From an optimization exercise on the open Yosys and OpenROAD flow, aimed at small area, a short achievable clock period and few clock cycles per item; shortcuts taken in it are not production practice. Only simulation tests tie the RTL to the original design; equivalence was not proved. Power and IR drop assume default switching activity.

## oak
==> module rv_alu_top, before the edit <==
module rv_alu_top (
  input  logic              clk_i,
  input  logic              rst_n,
  input  logic              instr_valid,
  input  logic [31:0]       instr,
  output logic              instr_ready,
  output logic              wb_valid,
  output logic [36:0]       wb,            
  input  logic              wb_ready
);
  logic        d_v;
  logic [31:7] d_ins;
  logic        d_imm;
  logic        e_v;
  logic [4:0]  e_rd;
  logic [31:0] e_a;
  logic [31:0] e_b;          
  logic        e_sub;        
  logic        e_sgn;        
  logic        e_sel_sll;    
  logic        e_sel_sr;     
  logic        e_arith;      
  logic        e_sel_add;
  logic        e_sel_lt;
  logic        e_sel_xor;
  logic        e_sel_or;
  logic        e_sel_and;
  logic [4:0]  e_shl;        
  logic [4:0]  e_shr_n;      
  logic        s_v;          
  logic        w_v;          
  logic [4:0]  w_rd;
  logic [31:1] w_we;         
  logic [31:0] w_val;
  logic [3:0]  d_r1h;        
  logic [7:0]  d_r1l;        
  logic [3:0]  d_r2h;        
  logic [7:0]  d_r2l;
  logic        q_v;          
  logic [31:7] q_ins;
  logic        q_imm;
  logic [31:1][31:0] rf;
  logic [31:1]       rf_v;
  logic out_free;
  logic go;                  
  logic d_free;              
  logic take;                
  logic acc;
  assign out_free    = ~wb_valid | wb_ready;
  assign go          = out_free | (~s_v & ~e_v);
  assign d_free      = ~d_v | go;
  assign instr_ready = ~q_v;
  assign acc         = instr_valid & ~q_v;
  logic in_alu;
  assign in_alu = (instr[6:0] == rv_alu_pkg::OPC_OP) || (instr[6:0] == rv_alu_pkg::OPC_OP_IMM);
  assign take   = acc & in_alu & (instr[11:7] != 5'd0);
  always_ff @(posedge clk_i or negedge rst_n) begin
    if (!rst_n) begin
      d_v <= 1'b0;
      q_v <= 1'b0;
    end else begin
      if (d_free) begin
        d_v <= q_v | take;
      end
      q_v <= q_v ? ~d_free : (take & ~d_free);
    end
  end
  logic [31:7] d_src;
  logic        src_imm;
  assign d_src   = q_v ? q_ins : instr[31:7];
  assign src_imm = q_v ? q_imm : ~instr[5];
  always_ff @(posedge clk_i) begin
    if (d_free) begin
      d_ins <= d_src;
      d_imm <= src_imm;
      for (int i = 0; i < 4; i++) begin
        d_r1h[i] <= d_src[19:18] == 2'(i);
        d_r2h[i] <= d_src[24:23] == 2'(i) && !src_imm;
      end
      for (int i = 0; i < 8; i++) begin
        d_r1l[i] <= d_src[17:15] == 3'(i);
        d_r2l[i] <= d_src[22:20] == 3'(i);
      end
    end
    if (!q_v) begin
      q_ins <= instr[31:7];
      q_imm <= ~instr[5];
    end
  end
  logic [2:0]  f3;
  logic [4:0]  rs1;
  logic [4:0]  rs2;
  logic [31:0] imm;
  assign f3  = d_ins[14:12];
  assign rs1 = d_ins[19:15];
  assign rs2 = d_ins[24:20];
  assign imm = {{20{d_ins[31]}}, d_ins[31:20]};
  logic [31:1] rd_ok;
  logic [31:1] sel_a;
  logic [31:1] sel_b;
  logic        sel_aw;
  logic        sel_bw;
  logic [31:0] ra;
  logic [31:0] rb;
  always_comb begin
    for (int j = 1; j < 32; j++) begin
      rd_ok[j] = rf_v[j] & ~w_we[j];
      sel_a[j] = d_r1h[j / 8] & d_r1l[j % 8] & rd_ok[j];
      sel_b[j] = d_r2h[j / 8] & d_r2l[j % 8] & rd_ok[j];
    end
    sel_aw = w_v && w_rd == rs1;
    sel_bw = w_v && w_rd == rs2 && !d_imm;
    ra = {32{sel_aw}} & w_val;
    rb = ({32{sel_bw}} & w_val) | ({32{d_imm}} & imm);
    for (int j = 1; j < 32; j++) begin
      ra = ra | ({32{sel_a[j]}} & rf[j]);
      rb = rb | ({32{sel_b[j]}} & rf[j]);
    end
  end
  logic        sub_nx;
  assign sub_nx = (f3 == 3'b000 && !d_imm && d_ins[30]) || f3 == 3'b010 || f3 == 3'b011;
  logic [31:0] res;
  logic [31:0] a_nx;
  logic [31:0] b_nx;
  assign a_nx = (e_v && e_rd == rs1) ? res : ra;
  assign b_nx = (e_v && e_rd == rs2 && !d_imm) ? res : rb;
  always_ff @(posedge clk_i or negedge rst_n) begin
    if (!rst_n) begin
      e_v <= 1'b0;
    end else begin
      e_v <= d_v & go;
    end
  end
  always_ff @(posedge clk_i) begin
    e_rd      <= d_ins[11:7];
    e_a       <= a_nx;
    e_b       <= b_nx ^ {32{sub_nx}};            
    e_shl     <= b_nx[4:0];
    e_shr_n   <= ~b_nx[4:0];
    e_sub     <= sub_nx;
    e_sgn     <= (f3 == 3'b010);
    e_arith   <= (f3 == 3'b101) && d_ins[30];
    e_sel_add <= (f3 == 3'b000);
    e_sel_lt  <= (f3 == 3'b010) || (f3 == 3'b011);
    e_sel_sll <= (f3 == 3'b001);
    e_sel_sr  <= (f3 == 3'b101);
    e_sel_xor <= (f3 == 3'b100);
    e_sel_or  <= (f3 == 3'b110);
    e_sel_and <= (f3 == 3'b111);
  end
  logic [33:0] sum;
  logic        ext_a;
  logic        ext_b;
  assign ext_a = e_sgn & e_a[31];
  assign ext_b = ~e_sgn | e_b[31];
  assign sum   = {ext_a, e_a, 1'b1} + {ext_b, e_b, e_sub};
  logic [31:0] sh_l;
  logic [32:0] sh_r;
  assign sh_l = e_a << e_shl;
  assign sh_r = $signed({e_arith & e_a[31], e_a}) >>> ~e_shr_n;
  assign res = ({32{e_sel_add}} & sum[32:1])
             | ({32{e_sel_sll}} & sh_l)
             | ({32{e_sel_sr}}  & sh_r[31:0])
             | ({32{e_sel_xor}} & (e_a ^ e_b))
             | ({32{e_sel_or}}  & (e_a | e_b))
             | ({32{e_sel_and}} & (e_a & e_b))
             | {31'd0, e_sel_lt & sum[33]};
  always_ff @(posedge clk_i or negedge rst_n) begin
    if (!rst_n) begin
      w_v <= 1'b0;
    end else begin
      w_v <= e_v;
    end
  end
  always_ff @(posedge clk_i) begin
    if (e_v) begin                       
      w_rd  <= e_rd;
      w_val <= res;
    end
    for (int j = 1; j < 32; j++) begin
      w_we[j] <= e_v && e_rd == 5'(j);
    end
  end
  always_ff @(posedge clk_i or negedge rst_n) begin
    if (!rst_n) begin
      rf_v <= '0;
    end else begin
      rf_v <= rf_v | w_we;
    end
  end
  for (genvar j = 1; j < 32; j++) begin : g_rf
    always_ff @(posedge clk_i) begin
      if (w_we[j]) begin
        rf[j] <= w_val;
      end
    end
  end
  always_ff @(posedge clk_i or negedge rst_n) begin
    if (!rst_n) begin
      wb_valid <= 1'b0;
      s_v      <= 1'b0;
    end else begin
      wb_valid <= s_v | e_v | ~out_free;
      s_v      <= ~out_free & (s_v | e_v);
    end
  end
  always_ff @(posedge clk_i) begin
    if (out_free) begin
      wb <= s_v ? {w_rd, w_val} : {e_rd, res};
    end
  end
endmodule
clock: 8.5 ns
lec_check: 0
cap_margin: 20
cell_pad_in_sites_detail_placement: 1
cell_pad_in_sites_global_placement: 1
core_margin: 2
core_utilization: 48
cts_cluster_diameter: 100
cts_cluster_size: 25
place_density: 0.65
slew_margin: 20
standard.sh (not shown) runs the stock make flow with config.mk's settings and CLKGATE_MAP_FILE= SYNTH_SCRIPT=/design/flow/synth_recipe.tcl, a recipe that flattens the netlist after the stock synthesis.
==> flow/flow/run.sh <==
#!/bin/bash
# The standard layout, with
#  - met1 derated more in global routing (flow/fastroute.tcl).
set -uo pipefail
bash standard.sh SETUP_SLACK_MARGIN=5.3 FASTROUTE_TCL="$PWD/flow/fastroute.tcl" finish > run_standard.log 2>&1
==> flow/flow/fastroute.tcl <==
# Global routing layers as the platform sets them, but with met1 derated
# harder: sky130hd's flip-flops block most of met1 across the cell, so guides
# on met1 are what the detailed router fights with.
set_global_routing_layer_adjustment met1 0.6
set_global_routing_layer_adjustment met2-met5 0.2
set_routing_layers -clock met3-met5
set_routing_layers -signal met1-met5
Testbench counts of oak, summed over its fixed seeds: cycles 16,024, items 16,000.
[inputs] pine vs oak
diff --git a/flow/design.v b/flow/design.v
--- a/flow/design.v
+++ b/flow/design.v
@@ -75,14 +75,12 @@
   end
   logic [31:7] d_src;
-  logic        src_imm;
-  assign d_src   = q_v ? q_ins : instr[31:7];
-  assign src_imm = q_v ? q_imm : ~instr[5];
+  assign d_src = q_v ? q_ins : instr[31:7];
   always_ff @(posedge clk_i) begin
     if (d_free) begin
       d_ins <= d_src;
-      d_imm <= src_imm;
+      d_imm <= q_v ? q_imm : ~instr[5];
       for (int i = 0; i < 4; i++) begin
         d_r1h[i] <= d_src[19:18] == 2'(i);
-        d_r2h[i] <= d_src[24:23] == 2'(i) && !src_imm;
+        d_r2h[i] <= d_src[24:23] == 2'(i);
       end
       for (int i = 0; i < 8; i++) begin
@@ -104,5 +102,4 @@
   assign rs2 = d_ins[24:20];
   assign imm = {{20{d_ins[31]}}, d_ins[31:20]};
-  logic [31:1] rd_ok;
   logic [31:1] sel_a;
   logic [31:1] sel_b;
@@ -113,12 +110,11 @@
   always_comb begin
     for (int j = 1; j < 32; j++) begin
-      rd_ok[j] = rf_v[j] & ~w_we[j];
-      sel_a[j] = d_r1h[j / 8] & d_r1l[j % 8] & rd_ok[j];
-      sel_b[j] = d_r2h[j / 8] & d_r2l[j % 8] & rd_ok[j];
+      sel_a[j] = d_r1h[j / 8] & d_r1l[j % 8] & rf_v[j] & ~w_we[j];
+      sel_b[j] = d_r2h[j / 8] & d_r2l[j % 8] & rf_v[j] & ~w_we[j];
     end
     sel_aw = w_v && w_rd == rs1;
-    sel_bw = w_v && w_rd == rs2 && !d_imm;
+    sel_bw = w_v && w_rd == rs2;
     ra = {32{sel_aw}} & w_val;
-    rb = ({32{sel_bw}} & w_val) | ({32{d_imm}} & imm);
+    rb = {32{sel_bw}} & w_val;
     for (int j = 1; j < 32; j++) begin
       ra = ra | ({32{sel_a[j]}} & rf[j]);
@@ -132,5 +128,5 @@
   logic [31:0] b_nx;
   assign a_nx = (e_v && e_rd == rs1) ? res : ra;
-  assign b_nx = (e_v && e_rd == rs2 && !d_imm) ? res : rb;
+  assign b_nx = d_imm ? imm : ((e_v && e_rd == rs2) ? res : rb);
   always_ff @(posedge clk_i or negedge rst_n) begin
     if (!rst_n) begin
==> comparison <==
Diff oak -> pine: post-synthesis share of cell area spent on full adders, half adders and majority gates roughly the same; cell area after technology mapping roughly the same.
Compare pine and oak | worst setup margin higher: pine
pine was carried through to the last stage, and its layout satisfied the timing, design-rule and antenna checks.
Changes observed in pine relative to oak: met2 wire length lower, number of non-clock inverters higher, cell count lower, portion of total power attributed to the clock network lower.
Testbench counts of pine, summed over its fixed seeds: cycles 16,024, items 16,000.

-- static timing again, ports no longer ideal --
How much do the figures lean on ideal ports? The routed layouts below were timed once more, with nothing changed but the port constraints. Step 1 assumes that a clkbuf_16 drives the clock port and a buf_2 every other input. Step 2 also shifts input and output timing later by t, the mid clock arrival at the registers, as if the neighbouring blocks saw the same clock. Three values: ideal, step 1, step 2; two values: the first two.
run	shift t [ns]	setup slack, ns	clock arrival spread, ns	worst slew at a driven data input, ns
oak	0.768	5.116 / 5.116 / 4.848	0.088 / 0.087	0.12
pine	0.827	5.215 / 5.215 / 4.759	0.049 / 0.049	0.06
After both steps every run listed still meets setup and hold. The setup slack of pine, which loses most, moves by 0.000 ns with the drivers and by -0.456 ns with both steps.
